Source: an optimization exercise on an open RTL-to-GDS flow (aim: small area, a short achievable clock period and few clock cycles). Production flows keep margins and buffers that such runs may drop. In this exercise RTL edits were held to simulation tests only and were not proved equivalent to the original.

`design.v`:
```
package acf_pkg;
    typedef logic signed [16-1:0] sample_t;
    typedef logic signed [43-1:0]    acf_sum_t;
    typedef struct packed {
        logic        sign;
        logic [7:0]  exponent;
        logic [22:0] fraction;
    } fp32_t;
    typedef struct packed {
        acf_sum_t [4:0] sums;
    } acf_block_t;
    typedef struct packed {
        logic [4-1:0] lag;
        acf_sum_t                  raw_sum;
        fp32_t                     norm;
    } acf_coef_t;
    typedef enum logic [2:0] {
        NORM_IDLE,
        NORM_CONV_DEN,
        NORM_CONV_NUM,
        NORM_DIVIDE,
        NORM_EMIT
    } norm_state_e;
endpackage
module acf_accumulator (
    input  logic                iClock,
    input  logic                rst_n,
    input  logic                sample_valid,
    input  acf_pkg::sample_t    sample,
    output logic                snapshot_valid,
    output acf_pkg::acf_block_t snapshot
);
    localparam int CNT_W  = $clog2(64);
    localparam int PROD_W = 2 * 16;
    localparam logic [CNT_W-1:0] LAST_IDX = CNT_W'(64 - 1);
    acf_pkg::sample_t         hist [0:4];
    logic signed [PROD_W-1:0] prod [0:4];
    acf_pkg::acf_sum_t        sums [0:4];
    logic [CNT_W-1:0]         count;
    logic                     hist_new;
    logic                     hist_last;
    logic                     prod_new;
    logic                     prod_last;
    always_ff @(posedge iClock or negedge rst_n) begin
        if (!rst_n) begin
            for (int i = 0; i <= 4; i++) begin
                hist[i] <= '0;
            end
            count     <= '0;
            hist_new  <= 1'b0;
            hist_last <= 1'b0;
        end else begin
            hist_new  <= sample_valid;
            hist_last <= sample_valid && (count == LAST_IDX);
            if (sample_valid) begin
                count <= (count == LAST_IDX) ? '0 : count + 1'b1;
            end
            if (hist_last) begin
                for (int i = 1; i <= 4; i++) begin
                    hist[i] <= '0;
                end
                hist[0] <= sample_valid ? sample : '0;
            end else if (sample_valid) begin
                hist[0] <= sample;
                for (int i = 1; i <= 4; i++) begin
                    hist[i] <= hist[i-1];
                end
            end
        end
    end
    always_ff @(posedge iClock or negedge rst_n) begin
        if (!rst_n) begin
            for (int i = 0; i <= 4; i++) begin
                prod[i] <= '0;
            end
            prod_new  <= 1'b0;
            prod_last <= 1'b0;
        end else begin
            prod_new  <= hist_new;
            prod_last <= hist_last;
            if (hist_new) begin
                for (int i = 0; i <= 4; i++) begin
                    prod[i] <= hist[0] * hist[i];
                end
            end
        end
    end
    always_ff @(posedge iClock or negedge rst_n) begin
        if (!rst_n) begin
            for (int i = 0; i <= 4; i++) begin
                sums[i] <= '0;
            end
            snapshot_valid <= 1'b0;
        end else begin
            snapshot_valid <= prod_new && prod_last;
            if (prod_new) begin
                for (int i = 0; i <= 4; i++) begin
                    if (prod_last) begin
                        sums[i] <= '0;
                    end else begin
                        sums[i] <= sums[i] + prod[i];
                    end
                end
            end
        end
    end
    always_ff @(posedge iClock) begin
        if (prod_new && prod_last) begin
            for (int i = 0; i <= 4; i++) begin
                snapshot.sums[i] <= sums[i] + prod[i];
            end
        end
    end
endmodule
module int_to_float (
    input  logic              iClock,
    input  logic              rst_n,
    input  logic              in_valid,
    input  acf_pkg::acf_sum_t value,
    output logic              out_valid,
    output acf_pkg::fp32_t    result
);
    localparam int SUM_W = 43;
    localparam int POS_W = $clog2(SUM_W);
    logic [SUM_W-1:0] mag_in;
    logic             stage1_valid;
    logic             stage1_sign;
    logic [SUM_W-1:0] stage1_mag;
    logic [POS_W-1:0] stage1_pos;
    logic [SUM_W-1:0] norm_mag;
    function automatic logic [POS_W-1:0] lead_one(input logic [SUM_W-1:0] v);
        logic [POS_W-1:0] p;
        p = '0;
        for (int i = 0; i < SUM_W; i++) begin
            if (v[i]) begin
                p = POS_W'(i);
            end
        end
        lead_one = p;
    endfunction
    assign mag_in   = value[SUM_W-1] ? ~value + 1'b1 : value;
    assign norm_mag = stage1_mag << (POS_W'(SUM_W - 1) - stage1_pos);
    always_ff @(posedge iClock or negedge rst_n) begin
        if (!rst_n) begin
            stage1_valid <= 1'b0;
            out_valid    <= 1'b0;
        end else begin
            stage1_valid <= in_valid;
            out_valid    <= stage1_valid;
        end
    end
    always_ff @(posedge iClock) begin
        stage1_sign <= value[SUM_W-1];
        stage1_mag  <= mag_in;
        stage1_pos  <= lead_one(mag_in);
        if (stage1_mag == '0) begin
            result <= '0;
        end else begin
            result.sign     <= stage1_sign;
            result.exponent <= 8'd127 + 8'(stage1_pos);
            result.fraction <= norm_mag[SUM_W-2 -: 23];
        end
    end
endmodule
module fp_divider (
    input  logic           iClock,
    input  logic           rst_n,
    input  logic           div_start,
    input  acf_pkg::fp32_t numerator,
    input  acf_pkg::fp32_t denominator,
    output logic           div_done,
    output acf_pkg::fp32_t quotient
);
    localparam int SIG_W = 24;
    localparam int Q_W   = SIG_W + 1;
    logic              busy;
    logic [4:0]        step;
    logic [Q_W-1:0]    rem;
    logic [SIG_W-1:0]  divisor;
    logic [Q_W-1:0]    q_bits;
    logic signed [9:0] exp_base;
    logic              q_sign;
    logic              operand_zero;
    logic              rem_ge;
    logic [Q_W-1:0]    rem_sub;
    logic [Q_W-1:0]    q_next;
    assign operand_zero = (numerator.exponent == 8'd0) || (denominator.exponent == 8'd0);
    assign rem_ge  = rem >= {1'b0, divisor};
    assign rem_sub = rem_ge ? rem - {1'b0, divisor} : rem;
    assign q_next  = {q_bits[Q_W-2:0], rem_ge};
    always_ff @(posedge iClock or negedge rst_n) begin
        if (!rst_n) begin
            busy     <= 1'b0;
            step     <= '0;
            div_done <= 1'b0;
        end else begin
            div_done <= 1'b0;
            if (div_start) begin
                busy     <= !operand_zero;
                step     <= '0;
                div_done <= operand_zero;
            end else if (busy) begin
                step <= step + 1'b1;
                if (step == 5'(Q_W - 1)) begin
                    busy     <= 1'b0;
                    div_done <= 1'b1;
                end
            end
        end
    end
    always_ff @(posedge iClock) begin
        if (div_start) begin
            rem      <= {2'b01, numerator.fraction};
            divisor  <= {1'b1, denominator.fraction};
            q_bits   <= '0;
            exp_base <= $signed({2'b00, numerator.exponent})
                        - $signed({2'b00, denominator.exponent}) + 10'sd126;
            q_sign   <= numerator.sign ^ denominator.sign;
            if (operand_zero) begin
                quotient <= '0;
            end
        end else if (busy) begin
            q_bits <= q_next;
            rem    <= {rem_sub[Q_W-2:0], 1'b0};
            if (step == 5'(Q_W - 1)) begin
                quotient.sign <= q_sign;
                if (q_next[Q_W-1]) begin
                    quotient.exponent <= 8'(exp_base + 10'sd1);
                    quotient.fraction <= q_next[Q_W-2:1];
                end else begin
                    quotient.exponent <= 8'(exp_base);
                    quotient.fraction <= q_next[Q_W-3:0];
                end
            end
        end
    end
endmodule
module acf_normalizer (
    input  logic                iClock,
    input  logic                rst_n,
    input  logic                snapshot_valid,
    input  acf_pkg::acf_block_t snapshot,
    output logic                conv_valid,
    output acf_pkg::acf_sum_t   conv_value,
    input  logic                conv_done,
    input  acf_pkg::fp32_t      conv_result,
    output logic                div_start,
    output acf_pkg::fp32_t      div_num,
    output acf_pkg::fp32_t      div_den,
    input  logic                div_done,
    input  acf_pkg::fp32_t      div_quotient,
    output logic                coef_valid,
    output acf_pkg::acf_coef_t  coef,
    output logic                block_done,
    output logic                overrun
);
    localparam int LAG_W = 4;
    localparam logic [LAG_W-1:0] LAST_LAG = LAG_W'(4);
    acf_pkg::norm_state_e state;
    acf_pkg::acf_block_t  blk;
    logic [LAG_W-1:0]     lag;
    logic                 last_lag;
    assign last_lag = (lag == LAST_LAG);
    assign conv_value = blk.sums[lag];
    always_ff @(posedge iClock or negedge rst_n) begin
        if (!rst_n) begin
            state      <= acf_pkg::NORM_IDLE;
            lag        <= '0;
            conv_valid <= 1'b0;
            div_start  <= 1'b0;
            coef_valid <= 1'b0;
            block_done <= 1'b0;
            overrun    <= 1'b0;
        end else begin
            conv_valid <= 1'b0;
            div_start  <= 1'b0;
            coef_valid <= 1'b0;
            block_done <= 1'b0;
            overrun    <= snapshot_valid && (state != acf_pkg::NORM_IDLE);
            case (state)
                acf_pkg::NORM_IDLE: begin
                    if (snapshot_valid) begin
                        lag        <= '0;
                        conv_valid <= 1'b1;
                        state      <= acf_pkg::NORM_CONV_DEN;
                    end
                end
                acf_pkg::NORM_CONV_DEN: begin
                    if (conv_done) begin
                        conv_valid <= 1'b1;
                        state      <= acf_pkg::NORM_CONV_NUM;
                    end
                end
                acf_pkg::NORM_CONV_NUM: begin
                    if (conv_done) begin
                        div_start <= 1'b1;
                        state     <= acf_pkg::NORM_DIVIDE;
                    end
                end
                acf_pkg::NORM_DIVIDE: begin
                    if (div_done) begin
                        coef_valid <= 1'b1;
                        block_done <= last_lag;
                        state      <= acf_pkg::NORM_EMIT;
                    end
                end
                acf_pkg::NORM_EMIT: begin
                    if (last_lag) begin
                        state <= acf_pkg::NORM_IDLE;
                    end else begin
                        lag        <= lag + 1'b1;
                        conv_valid <= 1'b1;
                        state      <= acf_pkg::NORM_CONV_NUM;
                    end
                end
                default: state <= acf_pkg::NORM_IDLE;
            endcase
        end
    end
    always_ff @(posedge iClock) begin
        if (state == acf_pkg::NORM_IDLE && snapshot_valid) begin
            blk <= snapshot;
        end
        if (state == acf_pkg::NORM_CONV_DEN && conv_done) begin
            div_den <= conv_result;
        end
        if (state == acf_pkg::NORM_CONV_NUM && conv_done) begin
            div_num <= conv_result;
        end
        if (state == acf_pkg::NORM_DIVIDE && div_done) begin
            coef.lag     <= lag;
            coef.raw_sum <= blk.sums[lag];
            coef.norm    <= div_quotient;
        end
    end
endmodule
module autocorrelation_top (
    input  logic               iClock,
    input  logic               rst_n,
    input  logic               sample_valid,
    input  acf_pkg::sample_t   sample,
    output logic               coef_valid,
    output acf_pkg::acf_coef_t coef,
    output logic               block_done,
    output logic               overrun
);
    logic                snapshot_valid;
    acf_pkg::acf_block_t snapshot;
    logic                conv_valid;
    acf_pkg::acf_sum_t   conv_value;
    logic                conv_done;
    acf_pkg::fp32_t      conv_result;
    logic                div_start;
    acf_pkg::fp32_t      div_num;
    acf_pkg::fp32_t      div_den;
    logic                div_done;
    acf_pkg::fp32_t      div_quotient;
    acf_accumulator acc0 (
        .iClock         (iClock),
        .rst_n          (rst_n),
        .sample_valid   (sample_valid),
        .sample         (sample),
        .snapshot_valid (snapshot_valid),
        .snapshot       (snapshot)
    );
    acf_normalizer norm0 (
        .iClock         (iClock),
        .rst_n          (rst_n),
        .snapshot_valid (snapshot_valid),
        .snapshot       (snapshot),
        .conv_valid     (conv_valid),
        .conv_value     (conv_value),
        .conv_done      (conv_done),
        .conv_result    (conv_result),
        .div_start      (div_start),
        .div_num        (div_num),
        .div_den        (div_den),
        .div_done       (div_done),
        .div_quotient   (div_quotient),
        .coef_valid     (coef_valid),
        .coef           (coef),
        .block_done     (block_done),
        .overrun        (overrun)
    );
    int_to_float conv0 (
        .iClock    (iClock),
        .rst_n     (rst_n),
        .in_valid  (conv_valid),
        .value     (conv_value),
        .out_valid (conv_done),
        .result    (conv_result)
    );
    fp_divider div0 (
        .iClock      (iClock),
        .rst_n       (rst_n),
        .div_start   (div_start),
        .numerator   (div_num),
        .denominator (div_den),
        .div_done    (div_done),
        .quotient    (div_quotient)
    );
endmodule
```
`run.sh`:
```
#!/bin/bash
# synth_recipe.tcl (not shown) runs the flow's synth.tcl, then flattens the netlist and writes it again
# the make line also repeats each setting of config.mk as NAME=value (left out here)
make -C /OpenROAD-flow-scripts/flow DESIGN_CONFIG=/design/flow/config.mk WORK_HOME=/design/flow/orfs CLKGATE_MAP_FILE= SYNTH_SCRIPT=/design/flow/synth_recipe.tcl finish
```
`config.mk`:
```
export PLATFORM = sky130hd
export DESIGN_NAME = autocorrelation_top
export DESIGN_NICKNAME = autocorrelation_top
export VERILOG_FILES = /design/flow/design.v
export SDC_FILE = /design/flow/constraint.sdc
export NUM_CORES = 4
export LEC_CHECK = 0
export CAP_MARGIN = 20
export CORE_MARGIN = 2
export CORE_UTILIZATION = 40
export SLEW_MARGIN = 20
```
`constraint.sdc`:
```
create_clock -name core_clock -period 7.5 [get_ports {iClock}]
set_input_delay 1.5000 -clock core_clock [delete_from_list [all_inputs] [get_ports {iClock}]]
set_output_delay 1.5000 -clock core_clock [all_outputs]
set_load 0.01 [all_outputs]
```
==> key figures <==
STA
  – Slew headroom: 20.3%
  – Worst Slack Setup Final: 306 ps
  – Final Hold Vio Count: 0
  – Worst slew pin tran: 1200 ps
  – Setup violators final: 0
  – RSZ-0062 raised after global routing: no
  – Pins Over Slew Limit: 0
  – Fmax: 139 MHz
  – Final worst path period share: 95.9%
  – Crit path time final: 7190 ps
  – Clk_skew: 59.1 ps

Synth
  – Register bit total from synthesis: 1254
  – Leading area contributor after synthesis: fa_1
  – Sequential area share after synthesis: 32.0%
  – Top FF cell, synth: edfxtp_1
  – Ys Warns: 7
  – Synth area leaders: fa_1, edfxtp_1, dfrtp_1, ha_1, inv_1
  – Yosys top cell area share: 24.3%
  – Async SR Flop Fraction: 38.8%
  – EDFF count, synth: 660
  – Post-synth cell types: 95
  – Mapped Cells: 9963
  – Most instantiated library cell after synthesis: inv_1
  – Synthesized area per cell: 10.7 um^2
  – Area of the mapped netlist: 0.107 mm^2
  – Top post-synthesis cells by count: inv_1, fa_1, nand2_1
  – Syn Nets: 11943

Floorplan
  – Starting density of the core: 40.2%
  – Core area: 0.265 mm^2
  – Total die area: 0.271 mm^2
  – Die height: 520 um
  – Cell Rows: 189
  – Ports: 101
  – Die width: 520 um

Outcome
  – Status: complete, no violations

Global route
  – Largest net degree at the start of global routing: 168
  – Met1 Track Usage GR: 30.0%
  – First-pass GRT wire length: 457000 um
  – Vias in the first global route: 75346
  – Initial antenna violation count: 16
  – Global route overflow: 0
  – Grt met3 use: 3.54%
  – Met2 usage: 35.5%
  – GRT busiest layer: met2
  – Aggregate global-route resource usage: 21.9%

Cells and area
  – Nets: 11977
  – Area Growth Syn to Fin: 10.4%
  – Layout cell share with drive strength beyond 1: 7.79%
  – Filler cell count in the final layout: 24643

Clock tree
  – Clock Sinks: 1254
  – H-tree levels: 4
  – Root Driver: clkbuf_16
  – TritonCTS clock tree: done
  – Post-CTS Hold Buffers: 0
  – Clock buffer depth: 3
  – Clock Pin Slew Worst Setup and Hold Paths: 60 ps
  – CTS buffer count: 143
  – Clk Latency, worst-skew pair: 810 ps

Worst setup path
  – Crit path launch type: flop
  – Critical Path RT: 8140 ps
  – CP Max Fanout: 15
  – Critical path type: flop to flop
  – Setup crit end kind: flop
  – Worst EP arrival: 7830 ps

Routing
  – Total Wirelength: 296000 um
  – Post-DR wirelength/cell: 21.6 um
  – Drt pass-1 iters: 6
  – Via density: 5.32
  – Routed vias: 72646
  – Count of antenna-violating nets left after detailed routing: 0
  – Detailed Route Iter0 Violations: 5202
  – DRC: 0

Placement
  – Pre-CTS setup slack: -128 ps
  – Final HPWL DP: 230000 um
  – Global placement routability congestion: 0.906
  – Buffers on Ports: 100

Flow run
  – Max Cap Viol: 0

Hold path
  – Hold Path Class: flop to flop
## layout make-up
class | count | area, um^2 | area share (%)
diodes | 4 | 10.0 | 0.00850
clock buffers | 175 | 3890 | 3.31
clock inverters | 90 | 1210 | 1.03
inverters | 1615 | 6070 | 5.15
multi-input cells | 6664 | 64900 | 55.2
flip-flops and latches | 1254 | 34200 | 29.1
well taps | 3533 | 4420 | 3.76
repair buffers | 319 | 2960 | 2.52
## worst max-delay path, stage by stage, from the launching register on
cell and delay [ps]:
dfrtp_2 540, buf_4 300, inv_1 110, nor2_1 210
fa_1 470, inv_1 80, fa_1 400, inv_1 80
fa_1 450, fa_1 540, inv_1 50, fa_1 470
inv_1 50, fa_1 430, ha_1 240, or3_1 440
a211o_1 340, or3_1 340, o2111ai_1 270, a31oi_1 180
or4_1 430, a31oi_1 220, xnor2_1 90, mux2_2 280
## layout by cell type, fill, tap and decap left out, types with 31 or more instances in the layout
cell type / synthesis / final
inv_1: 1607 / 1607
fa_1: 1294 / 1294
nand2_1: 875 / 875
ha_1: 667 / 666
edfxtp_1: 660 / 660
nor2_1: 468 / 466
dfrtp_1: 486 / 463
and2_1: 460 / 459
a21oi_1: 377 / 376
xnor2_1: 322 / 322
o21ai_0: 227 / 226
buf_4: 1 / 196
a22o_1: 195 / 195
mux2i_1: 192 / 192
a21o_1: 158 / 158
clkbuf_16: 0 / 147
mux2_2: 134 / 134
dfxtp_1: 108 / 107
xor2_1: 107 / 105
clkdlybuf4s50_1: 0 / 98
nand2b_1: 88 / 88
nand3_1: 82 / 82
o21a_1: 77 / 77
nor3_1: 77 / 75
mux4_2: 69 / 69
o21bai_1: 62 / 62
nor2b_1: 56 / 56
a31oi_1: 51 / 50
a211oi_1: 46 / 46
and3_1: 46 / 46
nand4_1: 37 / 37
o31ai_1: 35 / 35
a22oi_1: 34 / 34
a31o_2: 32 / 32
o211ai_1: 32 / 32
or3_1: 31 / 31
## metrics by stage
step	cells	utilization [%]	hold slack [ps]	setup TNS (ps)	cell area, um^2
5_1_grt	13651	44.4	370	0	118000
4_1_cts	13643	44.3	355	0	118000
2_1_floorplan	9963	-	331	0	107000
3_3_place_gp	13378	42.4	334	-155	112000
3_5_place_dp	13378	42.4	346	-214	112000
6_report	13654	44.4	351	0	118000
## logic make-up after synthesis
logic type	after synthesis	share of synthesized area (%)
adder cells (fa/ha/maj)	1961	32.1
AO/OA/AOI/OAI	1538	9.88
buffers and inverters	2045	7.22
multiplexers	397	4.71
XOR/XNOR	429	3.52
AND/OR/NAND/NOR	2339	10.5
flip-flops	1254	32.0
## what timing repair did
item                                    in CTS  in global routing
pin swaps                                    0                  0
endpoints found under the setup margin       5                  8
buffers inserted                             0                  5
gates cloned                                 0                  1
gates resized for setup                      1                 10
## final timing paths
path / cells after the start / to / startpoint / slack (ps)
setup / recovery: 23 / acc0.prod[0][31] / acc0.hist[0][8] / 310
hold / removal: 0 / conv0.out_valid / conv0.stage1_valid / 350
setup reg to reg: 23 / acc0.prod[0][31] / acc0.hist[0][8] / 310
hold reg to reg: 0 / conv0.out_valid / conv0.stage1_valid / 350
max in group asynchronous: 2 / norm0.lag[0] / rst_n / 5290
min in group asynchronous: 1 / acc0.hist[0][13] / rst_n / 660
## routing by layer
layer | share of wire (%) | vias up
met5 | 0.0091 | -
met4 | 3.7 | 4
met3 | 5.8 | 418
met2 | 47 | 2013
met1 | 44 | 37231
li1 | - | 32980
## sequential cells by signal (all words and copies together) (netlist names), 5 cells and up
signal / cells
acc0.prod: 159
acc0.count: 6
div0.rem: 25
div0.quotient: 32
conv0.result: 32
div0.step: 5
div0.q_bits: 24
acc0.sums: 215
conv0.stage1_pos: 6
norm0.div_num: 32
div0.exp_base: 8
norm0.coef: 79
norm0.blk: 215
acc0.hist: 80
conv0.stage1_mag: 43
norm0.div_den: 32
acc0.snapshot: 215
div0.divisor: 23
Testbench counts, summed over its fixed seeds: cycles 50,419.

==> static timing again, ports no longer ideal <==
No port has a modelled driver above. Below, the same layout with a new extraction and two added sets of constraints.
Step 1 assumes that a clkbuf_16 drives the clock port and a buf_2 every other input.
Step 2, shift: input delay + t, output delay - t, t = (earliest + latest rising clock arrival at the registers) / 2. This alone moves slack from input paths to output paths.
Slacks: ideal ports / drivers / drivers and shift; pairs: ideal ports / drivers.
shift t [ns]: 0.876
setup WS [ns]: 0.306 / 0.306 / 0.306
hold WS [ns]: 0.351 / 0.351 / 0.351
worst register clock-pin slew, ns: 0.07 / 0.07
After both steps this run still meets setup and hold. For this run, drivers alone change the setup slack by 0.000 ns; drivers and shift together by 0.000 ns.
